Source: an optimization exercise on an open RTL-to-GDS flow (aim: small area, a short achievable clock period and few clock cycles per item). Production flows keep margins and buffers that such runs may drop.
Function was checked by simulation only, so behaviour that the tests miss may differ from the original.

P:
Design waveform_oscillator_soft_ramp_core, start of the top module:
module waveform_oscillator_soft_ramp_core (
  input  wire logic                 clk,
  input  wire logic                 rst,
  input  wire logic                 in_valid,
  output logic                      in_ready,
  input  wire logic signed [23:0]   in_left,
  input  wire logic signed [23:0]   in_right,
  input  wire logic                 in_block_start,
  input  wire logic                 in_soft_start,
  input  wire logic                 in_soft_stop,
  output logic                      out_valid,
  input  wire logic                 out_ready,
  output logic signed [23:0]        out_left,
  output logic signed [23:0]        out_right,
  output logic signed [15:0]        out_wave,
  input  wire logic                 cfg_valid,
  output logic                      cfg_ready,
  input  wire logic [1:0]           cfg_index,
  input  wire logic [wosr_pkg::FIELD_BITS-1:0] cfg_data
);
  logic [1:0]  waveform;
  logic [23:0] phase_step;
  logic [15:0] gain;
  logic [17:0] gain3;
  logic [23:0] pa;
  logic        rw;
  logic [2:0]  rw_n;
  logic [7:0]  pa_qidx;
  logic        pa_peak;
  logic        hi;
  logic [5:0]  kp;
  logic        act;
  logic [8:0]  kd;
  logic        v1, v2, v3, v4;
  logic        s1_sx, s1_c;
  logic [15:0] s1_wx;
  logic [31:0] s2_wa, s2_wb;
  logic [31:0] s3_wg;
  logic [31:0] s4_wg;
  logic [41:0] s4_w819;
  logic               e0v, skv;
  logic signed [16:0] e0_q, sk_q;
  logic signed [23:0] e0_l, e0_r, sk_l, sk_r;
  logic        acc, flush, ld1, ld2, ld3, ld4, mv, e0_free;
  logic        w_sx, w_c;
  logic [15:0] w_wx;
  ...
Size in the first run: about 5200 cells after synthesis, about 500 flip-flops, ~150 I/O pins, about 0.046 mm² of cells after synthesis.
==> flow/config.mk <==
export PLATFORM = sky130hd
export DESIGN_NAME = waveform_oscillator_soft_ramp_core
export DESIGN_NICKNAME = waveform_oscillator_soft_ramp_core
export VERILOG_FILES = /design/flow/design.v
export SDC_FILE = /design/flow/constraint.sdc
export NUM_CORES = 4
export LEC_CHECK = 0
export ABC_AREA = 1
export CAP_MARGIN = 20
export CORE_MARGIN = 2
export CORE_UTILIZATION = 40
export SLEW_MARGIN = 20
export SYNTH_HIERARCHICAL = 1
==> flow/constraint.sdc <==
create_clock -name core_clock -period 12.0 [get_ports {clk}]
set_input_delay 2.4000 -clock core_clock [delete_from_list [all_inputs] [get_ports {clk}]]
set_output_delay 2.4000 -clock core_clock [all_outputs]
set_load 0.01 [all_outputs]
standard.sh (not shown) runs the stock make flow with config.mk's settings and CLKGATE_MAP_FILE= SYNTH_SCRIPT=/design/flow/synth_recipe.tcl, a recipe that flattens the netlist after the stock synthesis.
==> flow/flow/run.sh <==
#!/bin/bash
# Standard layout with a larger setup margin for the repair steps (the clock
# period and constraints stay the design's), resizing not tied to the cell
# footprint, and plain buffers on the ports.
set -euo pipefail
export SETUP_SLACK_MARGIN=7.5
export BUFFER_PORTS_ARGS="-buffer_cell sky130_fd_sc_hd__buf_2"
bash standard.sh MATCH_CELL_FOOTPRINT=0 finish > standard.log 2>&1
Testbench counts of P, summed over its fixed seeds: cycles 8,384, items 8,192.
[inputs] Q vs P
--- a/flow/design.v
+++ b/flow/design.v
@@ -5901,36 +5901,23 @@
   assign ad_y663 = ad_p582 ^ ad_G644;
   assign ad_y664 = ad_p584 ^ ad_G630;
   assign ad_y665 = ad_p586 ^ ad_G646;
   assign ad_y666 = ad_p588 ^ ad_G622;
   assign ad_y667 = ad_p590 ^ ad_G648;
   assign pa_next = {ad_y225, ad_y224, ad_y223, ad_y222, ad_y221, ad_y220, ad_y219, ad_y218, ad_y217, ad_y216, ad_y215, ad_y214, ad_y213, ad_y212, ad_y211, ad_y210, ad_y209, ad_y208, ad_y207, ad_y206, ad_y205, ad_y204, ad_y203, ad_y202};
   assign q_f_sum = {ad_y331, ad_y330, ad_y329, ad_y328, ad_y327, ad_y326, ad_y325, ad_y324, ad_y323, ad_y322, ad_y321, ad_y320, ad_y319, ad_y318, ad_y317, ad_y316, ad_y315};
   assign hl_sum  = {ad_y443, ad_y442, ad_y441, ad_y440, ad_y439, ad_y438, ad_y437, ad_y436, ad_y435, ad_y434, ad_y433, ad_y432, ad_y431, ad_y430, ad_y429, ad_y428};
   assign hr_sum  = {ad_y555, ad_y554, ad_y553, ad_y552, ad_y551, ad_y550, ad_y549, ad_y548, ad_y547, ad_y546, ad_y545, ad_y544, ad_y543, ad_y542, ad_y541, ad_y540};
   assign gain3_next = {ad_y667, ad_y666, ad_y665, ad_y664, ad_y663, ad_y662, ad_y661, ad_y660, ad_y659, ad_y658, ad_y657, ad_y656, ad_y655, ad_y654, ad_y653, ad_y652, ad_y651, ad_y650};
   assign cfg_ready = 1'b1;
-  logic        rdy;
-  logic        v4_nx, skv_nx;
-  assign in_ready  = rdy;
-  always_comb begin
-    v4_nx = v4;
-    if (flush)    v4_nx = 1'b0;
-    else if (ld4) v4_nx = v3;
-    skv_nx = skv;
-    if (skv) begin
-      if (e0_free) skv_nx = 1'b0;
-    end else if (acc && !e0_free) begin
-      skv_nx = 1'b1;
-    end
-  end
+  assign in_ready  = v4 && !skv;
   assign acc       = in_valid && in_ready;
   assign flush     = cfg_valid;
   assign ld4       = !v4 || acc;
   assign ld3       = !v3 || ld4;
   assign ld2       = !v2 || ld3;
   assign ld1       = (!v1 || ld2) && !rw;
   assign mv        = e0v && (!out_valid || out_ready);
   assign e0_free   = !e0v || mv;
   wosr_wave u_wave (
     .phase    (pa),
     .qidx     (pa_qidx),
@@ -6081,23 +6068,22 @@
       pa_peak    <= 1'b0;
       hi         <= 1'b1;
       kp         <= wosr_pkg::KP_MAX;
       kd         <= 9'b000110000;
       act        <= 1'b0;
       v1         <= 1'b0;
       v2         <= 1'b0;
       v3         <= 1'b0;
       v4         <= 1'b0;
       e0v        <= 1'b0;
       skv        <= 1'b0;
-      rdy        <= 1'b0;
       out_valid  <= 1'b0;
     end else begin
       if (cfg_valid) begin
         unique case (cfg_index)
           wosr_pkg::REG_WAVEFORM:   waveform   <= cfg_data[1:0];
           wosr_pkg::REG_PHASE_STEP: phase_step <= cfg_data;
           wosr_pkg::REG_GAIN:       gain       <= cfg_data[15:0];
           default: ;
         endcase
       end
       if (flush) begin
@@ -6121,24 +6107,27 @@
         if (ld2) v2 <= v1;
         if (ld3) v3 <= v2;
         if (ld4) v4 <= v3;
       end
       if (acc) begin
         hi  <= e_hi;
         act <= e_act;
         kp  <= n_kp;
         kd  <= kd_next;
       end
       if (e0_free) e0v <= skv || acc;
-      skv <= skv_nx;
-      rdy <= v4_nx && !skv_nx;
+      if (skv) begin
+        if (e0_free) skv <= 1'b0;
+      end else if (acc && !e0_free) begin
+        skv <= 1'b1;
+      end
       if (mv)             out_valid <= 1'b1;
       else if (out_ready) out_valid <= 1'b0;
     end
     gain3 <= gain3_next;
     if (ld1) begin
       s1_sx <= w_sx;
       s1_wx <= w_wx;
       s1_c  <= w_c;
     end
     if (ld2) begin
       s2_wa <= wa_next;
## What came out
- Combined buffer and inverter count along the critical path ends up higher on P.
- Final cell count in Q is 0.79% lower than in P
- Final standard cell utilization of the core on Q is down relative to P.
- Going from P to Q, non-clock buffer count shrank by 43, fmax grew by about 1.4%.
- Reported for Q and P, leftover overflow at the end of global routing turned out identical to the last digit.
Testbench counts of Q, summed over its fixed seeds: cycles 8,384, items 8,192.

## what the ideal ports hide
How much do the figures lean on ideal ports? The routed layouts below were timed once more, with nothing changed but the port constraints. Step 1: set_driving_cell puts a clkbuf_16 on clk and a buf_2 on each other input, an assumption about the parent block. Step 2 moves the port delays by t, midway between the first and last clock arrival at a register: inputs arrive t later, outputs are due t later. That takes back most of the time a late clock gives input paths. a / b / c = ideal ports / drivers / drivers and shift; a / b = the first two.
run | shift t [ns] | setup slack, ns | worst slew at a driven data input, ns
P | 0.733 | 7.406 / 7.406 / 7.233 | 0.09
Q | 0.712 | 7.468 / 7.468 / 6.957 | 0.11
After both steps setup and hold are still met in every run listed. For Q, which loses most, drivers alone change the setup slack by 0.000 ns; drivers and shift together by -0.511 ns.
